From an optimization exercise on the open Yosys and OpenROAD flow, aimed at small area and a short achievable clock period; shortcuts taken in it are not production practice.
The RTL was checked by simulation tests, not by an equivalence proof against the original design.
The clock port is modelled as an ideal driver, which makes a skipped or thinned clock tree look cheaper than it is; a real chip needs a root buffer or a tree.
Power is estimated from default activity; no workload was simulated.

==> flow/design.v (excerpt) <==
module signedMultiplier16 (
  input  logic             clk,
  input  logic             rstN,
  input  multPkg::operandT opA,
  input  multPkg::operandT opB,
  input  logic             inValid,
  output multPkg::productT product,
  output logic             outValid
);
  logic [15:0]               aR;
  logic [7:0]                oneR;
  logic [7:0]                twoR;
  logic [7:0]                negR;
  logic                      prepValid;
  logic [74-1:0]     cutBits;
  operandPrep operandPrep_inst (
    .clk       (clk),
    .rstN      (rstN),
    .opA       (opA),
    .opB       (opB),
    .inValid   (inValid),
    .aR        (aR),
    .oneR      (oneR),
    .twoR      (twoR),
    .negR      (negR),
    .prepValid (prepValid)
  );
  daddaTree8 daddaTree8_inst (
    .aR   (aR),
    .oneR (oneR),
    .twoR (twoR),
    .negR (negR),
    .cutBits (cutBits)
  );
  productMerge productMerge_inst (
    .clk       (clk),
    .rstN      (rstN),
    .cutBits   (cutBits),
    .prepValid (prepValid),
    .product   (product),
    .outValid  (outValid)
  );
endmodule
Size: ~980 cells after synthesis, ~150 flip-flops, ~68 I/O pins, about 11,000 sq um of cells after synthesis.
Settings: LEC_CHECK=0, CAP_MARGIN=20, CORE_MARGIN=2, CORE_UTILIZATION=65, PLACE_DENSITY=0.75, SLEW_MARGIN=20, SYNTH_HIERARCHICAL=1, SYNTH_MINIMUM_KEEP_SIZE=0; clock period 8.8 ns.
standard.sh (not shown) runs the stock make flow with config.mk's settings and CLKGATE_MAP_FILE= SYNTH_SCRIPT=/design/flow/synth_recipe.tcl, a recipe that flattens the netlist after the stock synthesis.
==> flow/flow/run.sh <==
#!/bin/bash
# standard synthesis and layout, except:
# - the port buffers are the smallest buffer instead of a delay cell,
# - the clock tree is a balanced two-level tree built by flow/clock_tree.tcl
#   (clk port -> 4 root buffers -> one buffer per k-means cluster of flip-flops)
#   in place of TritonCTS.
set -euo pipefail
export FLOW_CLOCK_TREE="12 4 sky130_fd_sc_hd__clkbuf_8 sky130_fd_sc_hd__clkbuf_8"
bash standard.sh SETUP_SLACK_MARGIN=6.10 "BUFFER_PORTS_ARGS=-buffer_cell sky130_fd_sc_hd__buf_1" \
  PRE_CTS_TCL=$PWD/flow/clock_tree.tcl finish > flow_make.log 2>&1
==> flow/flow/clock_tree.tcl <==

# k-means on a list of {x y} points; returns {centres assignment}
proc my_kmeans {pts k} {
  set n [llength $pts]
  set cent {}
  set sorted [lsort -real -index 0 $pts]
  for {set i 0} {$i < $k} {incr i} {
    lappend cent [lindex $sorted [expr {int(($i + 0.5) * $n / $k)}]]
  }
  for {set iter 0} {$iter < 50} {incr iter} {
    set assign {}
    foreach p $pts {
      set best 0; set bd 1e30
      for {set i 0} {$i < $k} {incr i} {
        set c [lindex $cent $i]
        set d [expr {abs([lindex $p 0] - [lindex $c 0]) + abs([lindex $p 1] - [lindex $c 1])}]
        if {$d < $bd} { set bd $d; set best $i }
      }
      lappend assign $best
    }
    set newc {}
    for {set i 0} {$i < $k} {incr i} {
      set sx 0; set sy 0; set m 0
      foreach p $pts a $assign {
        if {$a == $i} { set sx [expr {$sx + [lindex $p 0]}]; set sy [expr {$sy + [lindex $p 1]}]; incr m }
      }
      if {$m > 0} { lappend newc [list [expr {$sx / $m}] [expr {$sy / $m}]] } else { lappend newc [lindex $cent $i] }
    }
    set cent $newc
  }
  return [list $cent $assign]
}

proc my_place_buffer {block master name x y innet outname} {
  set inst [odb::dbInst_create $block $master $name]
  $inst setLocation [expr {int($x)}] [expr {int($y)}]
  $inst setPlacementStatus PLACED
  set net [odb::dbNet_create $block $outname]
  $net setSigType CLOCK
  [$inst findITerm A] connect $innet
  [$inst findITerm X] connect $net
  return $net
}

proc my_clock_tree {nleaves nroots rootcell leafcell} {
  set block [ord::get_db_block]
  set db [ord::get_db]
  set clknet [$block findNet clk]
  set sinks [$clknet getITerms]
  set pts {}
  foreach it $sinks {
    set b [[$it getInst] getBBox]
    lappend pts [list [expr {([$b xMin] + [$b xMax]) / 2.0}] [expr {([$b yMin] + [$b yMax]) / 2.0}]]
  }
  lassign [my_kmeans $pts $nleaves] lcent lassign
  lassign [my_kmeans $lcent $nroots] rcent rassign
  set rmaster [$db findMaster $rootcell]
  set lmaster [$db findMaster $leafcell]
  foreach it $sinks { $it disconnect }
  set rootnets {}
  for {set r 0} {$r < $nroots} {incr r} {
    set c [lindex $rcent $r]
    lappend rootnets [my_place_buffer $block $rmaster "clkbuf_root_$r" [lindex $c 0] [lindex $c 1] $clknet "clknet_root_$r"]
  }
  for {set k 0} {$k < $nleaves} {incr k} {
    set c [lindex $lcent $k]
    set net [my_place_buffer $block $lmaster "clkbuf_leaf_$k" [lindex $c 0] [lindex $c 1] \
      [lindex $rootnets [lindex $rassign $k]] "clknet_leaf_$k"]
    foreach it $sinks a $lassign {
      if {$a == $k} { $it connect $net }
    }
  }
}

# Used as ORFS's PRE_CTS_TCL hook: build the tree here, and leave the CTS step's
# clock_tree_synthesis call nothing to do.
if {[info exists ::env(FLOW_CLOCK_TREE)]} {
  my_clock_tree {*}$::env(FLOW_CLOCK_TREE)
  set_propagated_clock [all_clocks]
  proc clock_tree_synthesis {args} { puts "clock tree built by flow/clock_tree.tcl" }
}
Change:
--- a/flow/flow/run.sh
+++ b/flow/flow/run.sh
@@ -7,4 +7,4 @@
 set -euo pipefail
 export FLOW_CLOCK_TREE="12 4 sky130_fd_sc_hd__clkbuf_8 sky130_fd_sc_hd__clkbuf_8"
-bash standard.sh SETUP_SLACK_MARGIN=6.10 "BUFFER_PORTS_ARGS=-buffer_cell sky130_fd_sc_hd__buf_1" \
+bash standard.sh SETUP_SLACK_MARGIN=6.15 "BUFFER_PORTS_ARGS=-buffer_cell sky130_fd_sc_hd__buf_1" \
   PRE_CTS_TCL=$PWD/flow/clock_tree.tcl finish > flow_make.log 2>&1
The new run produced a clean layout.
First-iteration DRC count increases by 5.2%.
Die area does not change.
Worst hold slack hardly moves.
Final area increases by 0.35%.
Worst setup slack stays flat.
Area after synthesis does not change.
Sequential share of layout area stays flat.
Core utilization increases by 0.23 points.
Via count hardly moves.
Routed wire length increases by 0.44%.
Change:
--- a/flow/flow/run.sh
+++ b/flow/flow/run.sh
@@ -7,4 +7,4 @@
 set -euo pipefail
 export FLOW_CLOCK_TREE="12 4 sky130_fd_sc_hd__clkbuf_8 sky130_fd_sc_hd__clkbuf_8"
-bash standard.sh SETUP_SLACK_MARGIN=6.15 "BUFFER_PORTS_ARGS=-buffer_cell sky130_fd_sc_hd__buf_1" \
+bash standard.sh SETUP_SLACK_MARGIN=6.35 "BUFFER_PORTS_ARGS=-buffer_cell sky130_fd_sc_hd__buf_1" \
   PRE_CTS_TCL=$PWD/flow/clock_tree.tcl finish > flow_make.log 2>&1
Effect:
- setup slack gains 38 ps
- wire length rose by roughly a tenth
- maximum frequency rose slightly
- register-to-register slack gains 40 ps
- synthesized area stays the same
- utilization rose by 4.6 points
- total power rose by about a fifth
- cell count rose by a few percent
- design area rose by a little under a tenth
- via count rose by a few percent
- global-route usage rose by 1.2 points
Change:
--- a/flow/flow/run.sh
+++ b/flow/flow/run.sh
@@ -7,4 +7,4 @@
 set -euo pipefail
 export FLOW_CLOCK_TREE="12 4 sky130_fd_sc_hd__clkbuf_8 sky130_fd_sc_hd__clkbuf_8"
-bash standard.sh SETUP_SLACK_MARGIN=6.35 "BUFFER_PORTS_ARGS=-buffer_cell sky130_fd_sc_hd__buf_1" \
+bash standard.sh SETUP_SLACK_MARGIN=6.2 "BUFFER_PORTS_ARGS=-buffer_cell sky130_fd_sc_hd__buf_1" \
   PRE_CTS_TCL=$PWD/flow/clock_tree.tcl finish > flow_make.log 2>&1
--- a/flow/config.mk
+++ b/flow/config.mk
@@ -6,4 +6,5 @@
 export NUM_CORES = 4
 export LEC_CHECK = 0
+export ABC_AREA = 1
 export CAP_MARGIN = 20
 export CORE_MARGIN = 2
Result: The changed run completed without violations; core utilization decreases by 6.6 points; worst hold slack is worse by 14 ps; cell area increases by about 6.6%; wire length increases by about 27%; critical path depth decreases by 2.
Change:
--- a/flow/flow/run.sh
+++ b/flow/flow/run.sh
@@ -6,5 +6,5 @@
 #   in place of TritonCTS.
 set -euo pipefail
-export FLOW_CLOCK_TREE="12 4 sky130_fd_sc_hd__clkbuf_8 sky130_fd_sc_hd__clkbuf_8"
+export FLOW_CLOCK_TREE="16 4 sky130_fd_sc_hd__clkbuf_8 sky130_fd_sc_hd__clkbuf_4"
 bash standard.sh SETUP_SLACK_MARGIN=6.2 "BUFFER_PORTS_ARGS=-buffer_cell sky130_fd_sc_hd__buf_1" \
   PRE_CTS_TCL=$PWD/flow/clock_tree.tcl finish > flow_make.log 2>&1
--- a/flow/config.mk
+++ b/flow/config.mk
@@ -6,5 +6,4 @@
 export NUM_CORES = 4
 export LEC_CHECK = 0
-export ABC_AREA = 1
 export CAP_MARGIN = 20
 export CORE_MARGIN = 2
The new run ran to the end with no violations.
Worst setup slack gains 3.1 ps.
Final area went down by about 12%.
Total power grows by about 12%.
Via count drops by about 34%.
Sequential cell count does not change.
Synthesized area went down by 15%.
Clock skew falls by 31 ps.
Change:
--- a/flow/flow/run.sh
+++ b/flow/flow/run.sh
@@ -6,5 +6,5 @@
 #   in place of TritonCTS.
 set -euo pipefail
-export FLOW_CLOCK_TREE="16 4 sky130_fd_sc_hd__clkbuf_8 sky130_fd_sc_hd__clkbuf_4"
-bash standard.sh SETUP_SLACK_MARGIN=6.2 "BUFFER_PORTS_ARGS=-buffer_cell sky130_fd_sc_hd__buf_1" \
+export FLOW_CLOCK_TREE="12 4 sky130_fd_sc_hd__clkbuf_8 sky130_fd_sc_hd__clkbuf_8"
+bash standard.sh SETUP_SLACK_MARGIN=6.30 "BUFFER_PORTS_ARGS=-buffer_cell sky130_fd_sc_hd__buf_1" \
   PRE_CTS_TCL=$PWD/flow/clock_tree.tcl finish > flow_make.log 2>&1
- clock skew goes up by 29 ps
- via count grows slightly
- hold slack improved by 3.4 ps
- design area goes up by a few percent
- power goes up by roughly a tenth
- area after synthesis is unchanged
- setup slack is about the same
- sequential share of layout area goes down by 0.34 points
- global-route usage climbs by 0.97 points
- synthesized cell count does not change
In every run of this note, the design's own scripts or RTL, not TritonCTS, make the clock network.

[separate check: timing with driven ports]
No port has a modelled driver above. Below, the same layouts with a new extraction and two added sets of constraints. Step 1 sets driving cells, clkbuf_16 on the clock port and buf_2 on the other inputs (assumed; they add their load-dependent delay and slew). Step 2 times the ports against the registers' clock, not the clock port: input delays grow and output delays shrink by t, the midpoint of the rising clock arrivals with the driver on. a / b / c = ideal ports / drivers / drivers and shift; a / b = the first two.
run	t (ns)	setup WS [ns]	clock arrival spread, ns
the first run	0.353	6.148 / 6.148 / 6.148	0.038 / 0.037
the second run	0.352	6.149 / 6.149 / 6.149	0.038 / 0.038
the third run	0.361	6.186 / 6.186 / 6.186	0.080 / 0.079
the fourth run	0.376	6.235 / 6.175 / 6.235	0.059 / 0.059
the fifth run	0.372	6.238 / 6.183 / 6.238	0.032 / 0.031
the sixth run	0.359	6.238 / 6.215 / 6.238	0.058 / 0.057
After both steps setup and hold are still met in every run listed.
